Context: an optimization exercise on an open-source flow, tuned for small area, a short achievable clock period and few clock cycles. The choices shown serve that exercise and are no tape-out recipe.
At most, simulation tests tie the RTL to the original design; equivalence was not proved.
No activity file was given, so power comes from the tool's default toggle rates.

== v5 ==
## infix_to_prefix_converter_unit
module infix_to_prefix_converter_unit (
  input  logic       clk_i,
  input  logic       rst_ni,
  input  logic       s_axis_tvalid,
  output logic       s_axis_tready,
  input  logic [7:0] s_axis_tdata,    
  input  logic       s_axis_tlast,
  output logic       m_axis_tvalid,
  input  logic       m_axis_tready,
  output logic [7:0] m_axis_tdata,    
  output logic       m_axis_tlast,
  output logic [1:0] m_axis_tuser     
);
Size: roughly 5,100 cells after synthesis, ~1,500 flip-flops, about 26 I/O pins, ~71,000 um2 of cells after synthesis.
Settings: LEC_CHECK=0, CAP_MARGIN=20, CORE_MARGIN=2, CORE_UTILIZATION=40, SETUP_SLACK_MARGIN=3.5, SLEW_MARGIN=20, TNS_END_PERCENT=30; clock period 6.0 ns.
run.sh (not shown) runs the stock make flow with config.mk's settings and CLKGATE_MAP_FILE= SYNTH_SCRIPT=/design/flow/synth_recipe.tcl, a recipe that flattens the netlist after the stock synthesis.
v5 has completed all stages; timing, DRC and antenna checks passed.
Inputs modified between v5 and v50:
--- a/flow/config.mk
+++ b/flow/config.mk
@@ -10 +10 @@
-export CORE_UTILIZATION = 40
+export CORE_UTILIZATION = 30
### Flow results
v50 completed; timing, DRC and antenna clean
Row summed area of non-filler cells in the final layout: v50 higher / v5 lower
Going from v5 to v50, cell internal power dissipation grows by 0.22 mW.
First-pass GRT wire length deteriorates in v50 relative to v5.
Max post-route total power across v50 and v5: v50
On worst setup slack, v50 does better than v5.
v50 -> v5: number of placed I/O pins delta 0, exact match
In the reports for v50 and v5, the larger area overhead of the layout relative to synthesis belongs to v50.
v5 reports its worst-path cell with the longest stage delay as nand4_1 while v50 reports or4_4.
Fraction of layout instances using a drive strength above 1 for v50: 1.4 points up relative to v5
Higher clock share of power was reported by v50, not v5.
Taking v5 as 1.0, v50 lands at 1.3 on die outline area.
In the reports for v50 and v5, the smaller global-route usage belongs to v50.
The following lists how v10 was set up differently from v50:
--- a/flow/config.mk
+++ b/flow/config.mk
@@ -11 +11 @@
-export SETUP_SLACK_MARGIN = 3.5
+export SETUP_SLACK_MARGIN = 3.0
@@ -13 +13 @@
-export TNS_END_PERCENT = 30
+export TNS_END_PERCENT = 10
### Flow results
Looking at first-iteration DRC count across v10 and v50, the one that comes out lower is v50.
Diff v50 -> v10 | total design power | decrease of about 5.5%
Peak per-stage delay on the critical path came out higher on v10 than on v50.
Compared with v50, in v10 sequential power held steady, fmax -15%.
No functional check of the RTL was part of any run of this note.

Another version of the RTL of infix_to_prefix_converter_unit (not shown whole).
For scale: ~1500 flip-flops, ~26 I/O pins.
// infix_to_prefix_converter_unit
module infix_to_prefix_converter_unit (
  input  logic       clk_i,
  input  logic       rst_ni,
  input  logic       s_axis_tvalid,
  output logic       s_axis_tready,
  input  logic [7:0] s_axis_tdata,    
  input  logic       s_axis_tlast,
  output logic       m_axis_tvalid,
  input  logic       m_axis_tready,
  output logic [7:0] m_axis_tdata,    
  output logic       m_axis_tlast,
  output logic [1:0] m_axis_tuser     
);
export LEC_CHECK = 0
export ABC_AREA = 1
export CAP_MARGIN = 20
export CORE_MARGIN = 2
export CORE_UTILIZATION = 45
export SETUP_SLACK_MARGIN = 3.5
export SLEW_MARGIN = 20
export TNS_END_PERCENT = 30
create_clock -name core_clock -period 6.0 [get_ports {clk_i}]
Testbench counts at the start, summed over its fixed seeds: cycles 7,804.
Change:
ABC_AREA = not set   (was 1)
Non-clock buffer count rose by 38.
Wire length fell by a few percent.
Hold slack gets better by 0.033 ns.
Global-route usage fell by 2.0 points.
Utilization rose by 0.98 points.
Final area rose slightly.
Clock-buffer cell count rose by 8.
Cell count fell by a quarter to a third.
Sequential cell count is unchanged.
Sequential share of layout area fell by 0.49 points.

== job 101 ==
Starting RTL as in the previous note.
Settings: LEC_CHECK=0, ABC_AREA=1, CAP_MARGIN=20, CORE_MARGIN=2, CORE_UTILIZATION=30, SETUP_SLACK_MARGIN=3.5, SLEW_MARGIN=20, TNS_END_PERCENT=30; clock period 6.0 ns.
Job 101 went all the way through the flow, and no timing, DRC or antenna check failed.
Testbench counts of job 101, summed over its fixed seeds: cycles 7,804.
Input changes introduced in job 102 (baseline for comparison: job 101):
# job 101
export LEC_CHECK = 0
export ABC_AREA = 1
export CAP_MARGIN = 20
export CORE_MARGIN = 2
export CORE_UTILIZATION = 30
export SETUP_SLACK_MARGIN = 3.5
export SLEW_MARGIN = 20
export TNS_END_PERCENT = 30
create_clock -name core_clock -period 6.0 [get_ports {clk_i}]
# job 102
export LEC_CHECK = 0
export CAP_MARGIN = 20
export CORE_MARGIN = 2
export CORE_UTILIZATION = 30
export SETUP_SLACK_MARGIN = 3.5
export SLEW_MARGIN = 20
export TNS_END_PERCENT = 30
create_clock -name core_clock -period 6.0 [get_ports {clk_i}]
Results
Job 102 finished end to end and its layout was clean on timing, DRC and antenna. Comparing total iterations of the first detailed-routing run for job 101 and job 102, the smaller number came from job 101. Job 102 leaves less setup margin than job 101. Of the two candidates, job 101 has the worse initial DRC count and job 102 the better one. Between job 101 and job 102, hold slack is lower for job 102, job 101 comes in above that. Job 102 against job 101: netlist area before placement lost 0.56%; total power shows a reduction of 1.5 mW; sequential power decreased about 5%; routed wire length lower; part of the total power dissipated in the clock network climbed 0.4 points. Job 101 → job 102: area overhead of the layout relative to synthesis moved up; fraction of area in clock buffers and inverters went down by 0.23 points.

==> re-timing with driven ports <==
In the flow no input, the clock included, has a driving cell. The finished layouts below were timed again as built, in two steps. Step 1 sets driving cells, clkbuf_16 on the clock port and buf_2 on the other inputs (assumed; they add their load-dependent delay and slew). Step 2 also shifts input and output timing later by t, the mid clock arrival at the registers, as if the neighbouring blocks saw the same clock. Slacks: ideal / step 1 / step 2; pairs: ideal / step 1.
| run | t (ns) | setup slack, ns | latest minus earliest clock arrival (ns) | worst data-port slew with drivers (ns) | pins driven straight from the clock port |
|---|---|---|---|---|---|
| v5 | 0.934 | 2.866 / 2.866 / 2.603 | 0.062 / 0.062 | 0.08 | 1 |
| v50 | 0.955 | 3.028 / 3.028 / 2.515 | 0.087 / 0.087 | 0.14 | 1 |
| v10 | 0.953 | 2.498 / 2.498 / 2.332 | 0.090 / 0.089 | 0.15 | 1 |
| the first run of note 2 | 0.883 | 3.191 / 3.115 / 2.634 | 0.058 / 0.059 | 0.05 | 1 |
| the second run of note 2 | 0.866 | 3.213 / 3.213 / 2.601 | 0.047 / 0.046 | 0.12 | 1 |
| job 101 | 0.897 | 3.283 / 3.201 / 2.502 | 0.063 / 0.063 | 0.06 | 1 |
| job 102 | 0.875 | 3.228 / 3.194 / 2.438 | 0.031 / 0.031 | 0.15 | 1 |
After both steps every run listed still meets setup and hold. For job 102, which loses most, drivers alone change the setup slack by -0.034 ns; drivers and shift together by -0.790 ns.
